From an optimization exercise on the open Yosys and OpenROAD flow, aimed at small area and a short achievable clock period; shortcuts taken in it are not production practice. Function was checked by simulation only, so behaviour that the tests miss may differ from the original. Power figures rest on the tool's default switching activity, not on a simulated workload.

==> flow/design.v <==
package async_fifo_pkg;
    localparam int DATA_W = 8;
    localparam int ADDR_W = 8;
endpackage
module async_fifo_sync2 #(
    parameter int DEPTH = 3
) (
    input  logic i_clk,
    input  logic i_rst_n,
    input  logic i_d,
    output logic o_q
);
    logic [DEPTH-1:0] r_hist;
    always_ff @(posedge i_clk or negedge i_rst_n) begin
        if (!i_rst_n) r_hist <= '0;
        else          r_hist <= {r_hist[DEPTH-2:0], i_d};
    end
    assign o_q = r_hist[DEPTH-1];
endmodule
module async_fifo (
    input  logic       clk,
    input  logic       rst_n,
    input  logic       winc,
    input  logic [7:0] wdata,
    output logic       wfull,
    output logic       half_full,
    input  logic       rinc,
    output logic [7:0] rdata,
    output logic       rempty,
    output logic       half_empty
);
    logic [7:0]  r_mem [4][64];
    logic [15:0] r_wlo_n;       
    logic [15:0] r_whi_n;       
    logic [3:0]  r_rbank;       
    logic [7:0]  r_rlo [4];     
    logic [7:0]  r_rhi [4];     
    logic [7:0]  r_win [4][2];  
    logic [3:0]  r_whalf;       
    logic [8:0]  r_lw;
    logic [8:0]  r_lr;
    logic        r_wfull;       
    logic        r_full_i;      
    logic        r_half_full;
    logic        r_nempty;      
    logic        r_empty_i;     
    logic        r_nhalf_empty;
    logic [7:0]  r_rdata;
    logic        w_push;
    logic        w_pop;
    logic        w_pop3;        
    logic        w_push3;       
    logic [8:0]  w_lw_inc;
    logic [8:0]  w_lw_dec;
    logic [8:0]  w_lr_inc;
    logic [8:0]  w_lr_dec;
    logic        w_full_next;
    logic        w_hfull_next;
    logic        w_empty_next;
    logic        w_hempty_next;
    logic [8:0]  w_lw_next;
    logic [8:0]  w_lr_next;
    logic [15:0] w_wsel_hi_n;   
    logic [3:0]  w_head;        
    logic [7:0]  w_win [4][2];
    logic [7:0]  w_rdata;
    async_fifo_sync2 #(.DEPTH(3)) u_pop_hist (
        .i_clk (clk), .i_rst_n (rst_n), .i_d (w_pop), .o_q (w_pop3)
    );
    async_fifo_sync2 #(.DEPTH(3)) u_push_hist (
        .i_clk (clk), .i_rst_n (rst_n), .i_d (w_push), .o_q (w_push3)
    );
    always_comb begin
        w_push    = winc & ~r_full_i;
        w_lw_inc  = r_lw + 9'd1;
        w_lw_dec  = r_lw - 9'd1;
        if (w_push && !w_pop3)      w_lw_next = w_lw_inc;
        else if (!w_push && w_pop3) w_lw_next = w_lw_dec;
        else                        w_lw_next = r_lw;
        w_full_next = (r_lw == 9'd256 && w_push == w_pop3) ||
                      (r_lw == 9'd255 && w_push && !w_pop3);
        w_hfull_next = (r_lw[8] | r_lw[7]) ? !(r_lw == 9'd128 && !w_push && w_pop3)
                                           : (r_lw == 9'd127 && w_push && !w_pop3);
        w_wsel_hi_n = r_whi_n | {16{r_full_i}};
    end
    always_ff @(posedge clk or negedge rst_n) begin
        if (!rst_n) begin
            r_wlo_n     <= ~16'd1;
            r_whi_n     <= ~16'd1;
            r_lw        <= '0;
            r_wfull     <= 1'b0;
            r_full_i    <= 1'b0;
            r_half_full <= 1'b0;
        end else begin
            if (w_push) begin
                r_wlo_n <= {r_wlo_n[14:0], r_wlo_n[15]};
                if (!r_wlo_n[15]) r_whi_n <= {r_whi_n[14:0], r_whi_n[15]};
            end
            r_lw        <= w_lw_next;
            r_wfull     <= w_full_next;
            r_full_i    <= (w_lw_next == 9'd256);
            r_half_full <= w_hfull_next;
        end
    end
    always_ff @(posedge clk) begin
        for (int e = 0; e < 256; e++) begin
            if (!w_wsel_hi_n[e >> 4] && !r_wlo_n[e & 15]) r_mem[e & 3][e >> 2] <= wdata;
        end
    end
    always_comb begin
        w_pop     = rinc & ~r_empty_i;
        w_lr_inc  = r_lr + 9'd1;
        w_lr_dec  = r_lr - 9'd1;
        if (w_push3 && !w_pop)      w_lr_next = w_lr_inc;
        else if (!w_push3 && w_pop) w_lr_next = w_lr_dec;
        else                        w_lr_next = r_lr;
        w_empty_next = (r_lr == 9'd0 && w_push3 == w_pop) ||
                       (r_lr == 9'd1 && !w_push3 && w_pop);
        w_hempty_next = (r_lr[8] | r_lr[7]) ? (r_lr == 9'd128 && !w_push3 && w_pop)
                                            : !(r_lr == 9'd127 && w_push3 && !w_pop);
        w_head    = w_pop ? {r_rbank[2:0], r_rbank[3]} : r_rbank;
    end
    always_ff @(posedge clk or negedge rst_n) begin
        if (!rst_n) begin
            r_rbank      <= 4'd1;
            for (int b = 0; b < 4; b++) begin
                r_rlo[b] <= 8'd1;
                r_rhi[b] <= 8'd1;
            end
            r_lr         <= '0;
            r_nempty      <= 1'b0;
            r_empty_i     <= 1'b1;
            r_nhalf_empty <= 1'b0;
        end else begin
            if (w_pop) begin
                r_rbank <= {r_rbank[2:0], r_rbank[3]};
                for (int b = 0; b < 4; b++) begin
                    if (r_rbank[b]) begin
                        r_rlo[b] <= {r_rlo[b][6:0], r_rlo[b][7]};
                        if (r_rlo[b][7]) r_rhi[b] <= {r_rhi[b][6:0], r_rhi[b][7]};
                    end
                end
            end
            r_lr         <= w_lr_next;
            r_nempty      <= ~w_empty_next;
            r_empty_i     <= w_empty_next;
            r_nhalf_empty <= ~w_hempty_next;
        end
    end
    always_comb begin
        for (int b = 0; b < 4; b++) begin
            for (int h = 0; h < 2; h++) begin
                w_win[b][h] = '0;
                for (int j = 0; j < 32; j++) begin
                    w_win[b][h] = w_win[b][h] |
                        (r_mem[b][32*h + j] & {8{r_rhi[b][4*h + (j >> 3)] & r_rlo[b][j & 7]}});
                end
            end
        end
        w_rdata = '0;
        for (int b = 0; b < 4; b++) begin
            w_rdata = w_rdata | ((r_whalf[b] ? r_win[b][1] : r_win[b][0]) & {8{w_head[b]}});
        end
    end
    always_ff @(posedge clk) begin
        for (int b = 0; b < 4; b++) begin
            r_win[b][0] <= w_win[b][0];
            r_win[b][1] <= w_win[b][1];
            r_whalf[b]  <= |r_rhi[b][7:4];
        end
        r_rdata <= w_rdata;
    end
    assign rdata      = r_rdata;
    assign wfull      = r_wfull;
    assign half_full  = r_half_full;
    assign rempty     = ~r_nempty;
    assign half_empty = ~r_nhalf_empty;
endmodule
module async_fifo_1clk (
    input  logic       clk,
    input  logic       rst_n,
    input  logic       winc,
    input  logic [7:0] wdata,
    output logic       wfull,
    output logic       half_full,
    input  logic       rinc,
    output logic [7:0] rdata,
    output logic       rempty,
    output logic       half_empty
);
    async_fifo u_fifo (
        .clk        (clk),
        .rst_n      (rst_n),
        .winc       (winc),
        .wdata      (wdata),
        .wfull      (wfull),
        .half_full  (half_full),
        .rinc       (rinc),
        .rdata      (rdata),
        .rempty     (rempty),
        .half_empty (half_empty)
    );
endmodule
export LEC_CHECK = 0
export CAP_MARGIN = 20
export CORE_MARGIN = 2
export CORE_UTILIZATION = 45
export CTS_CLUSTER_DIAMETER = 100
export CTS_CLUSTER_SIZE = 25
export SETUP_SLACK_MARGIN = 3.5
export SLEW_MARGIN = 20
export TNS_END_PERCENT = 10
create_clock -name core_clock -period 6.0 [get_ports {clk}]
run.sh (not shown) runs the stock make flow with config.mk's settings and CLKGATE_MAP_FILE= SYNTH_SCRIPT=/design/flow/synth_recipe.tcl, a recipe that flattens the netlist after the stock synthesis.
The first run finished with timing, DRC and antenna clean.
Change:
--- a/flow/config.mk
+++ b/flow/config.mk
@@ -11,3 +11,3 @@
-export CTS_CLUSTER_DIAMETER = 100
-export CTS_CLUSTER_SIZE = 25
-export SETUP_SLACK_MARGIN = 3.5
+export CTS_CLUSTER_DIAMETER = 120
+export CTS_CLUSTER_SIZE = 22
+export SETUP_SLACK_MARGIN = 3.6
@@ -15 +14,0 @@
-export TNS_END_PERCENT = 10
=>
- The new run completed without violations
- setup slack is better by 4.4 ps
- power rises by 1.9%
- design area rises by 1.6%


// async_fifo_1clk: RTL as listed in full above, without the edits since
make LEC_CHECK=0 CAP_MARGIN=20 CORE_MARGIN=2 CORE_UTILIZATION=45 CTS_CLUSTER_DIAMETER=120 CTS_CLUSTER_SIZE=22 SETUP_SLACK_MARGIN=3.4 SLEW_MARGIN=20 finish   # period 6.0 ns
Next try:
CAP_MARGIN = 10   (was 20)
CTS_CLUSTER_DIAMETER = 100   (was 120)
CTS_CLUSTER_SIZE = 25   (was 22)
SETUP_SLACK_MARGIN = 3.5   (was 3.4)
SLEW_MARGIN = 10   (was 20)
Result: The new run ran to the end with no violations. Cell area barely changes. Non-clock buffer count goes down by 1. Via count hardly moves. Synthesized cell count stays the same. Maximum frequency fell by 0.71%. Setup slack got worse by 0.019 ns.
Next try:
CAP_MARGIN = 20   (was 10)
CTS_CLUSTER_SIZE = 30   (was 25)
SLEW_MARGIN = 20   (was 10)
After rerunning:
- The changed run finished clean
- setup slack improved by 0.0072 ns
- register-to-register slack improved by 0.11 ns
- final cell count falls by 0.45%
- via count hardly moves
- flip-flop and latch count is unchanged
- power fell by 2.6%
- non-clock buffer count decreases by 1
- die area does not change
Next try:
CTS_CLUSTER_SIZE = 25   (was 30)
The changed run went through all stages and came out clean; flip-flop and latch count stays the same; sequential share of layout area falls by 0.34 points; power went up by 2.5%; clock skew goes up by 0.0038 ns; clock power came out higher by about 9%; final area rises by 0.46%; global-route usage is about the same; die area stays the same.

port drivers added, routing unchanged:
Ports are ideal in the flow. The routed layouts listed here were re-timed in OpenROAD.
Step 1, drivers: a clkbuf_16 drives clk and a buf_2 each remaining input, both assumed.
Step 2 also shifts input and output timing later by t, the mid clock arrival at the registers, as if the neighbouring blocks saw the same clock.
Three values: no drivers, after step 1, after step 2; two values: the first two.
run	shift t [ns]	setup slack, ns	hold slack, ns	latest minus earliest clock arrival (ns)	cell pins on the clock port's net
the first run of note 1	0.857	3.333 / 3.247 / 2.721	0.361 / 0.361 / 0.361	0.066 / 0.066	1
the second run of note 1	0.878	3.337 / 3.239 / 2.861	0.361 / 0.361 / 0.361	0.061 / 0.060	1
the first run of note 2	0.865	3.360 / 3.274 / 2.660	0.356 / 0.356 / 0.356	0.037 / 0.037	1
the second run of note 2	0.856	3.341 / 3.256 / 2.755	0.361 / 0.361 / 0.361	0.041 / 0.042	1
the third run of note 2	0.841	3.348 / 3.264 / 2.752	0.364 / 0.364 / 0.364	0.048 / 0.047	1
the fourth run of note 2	0.855	3.339 / 3.254 / 2.807	0.360 / 0.360 / 0.360	0.045 / 0.045	1
After both steps every run listed still meets setup and hold. For the first run of note 2, which loses most, drivers alone change the setup slack by -0.086 ns; drivers and shift together by -0.700 ns.
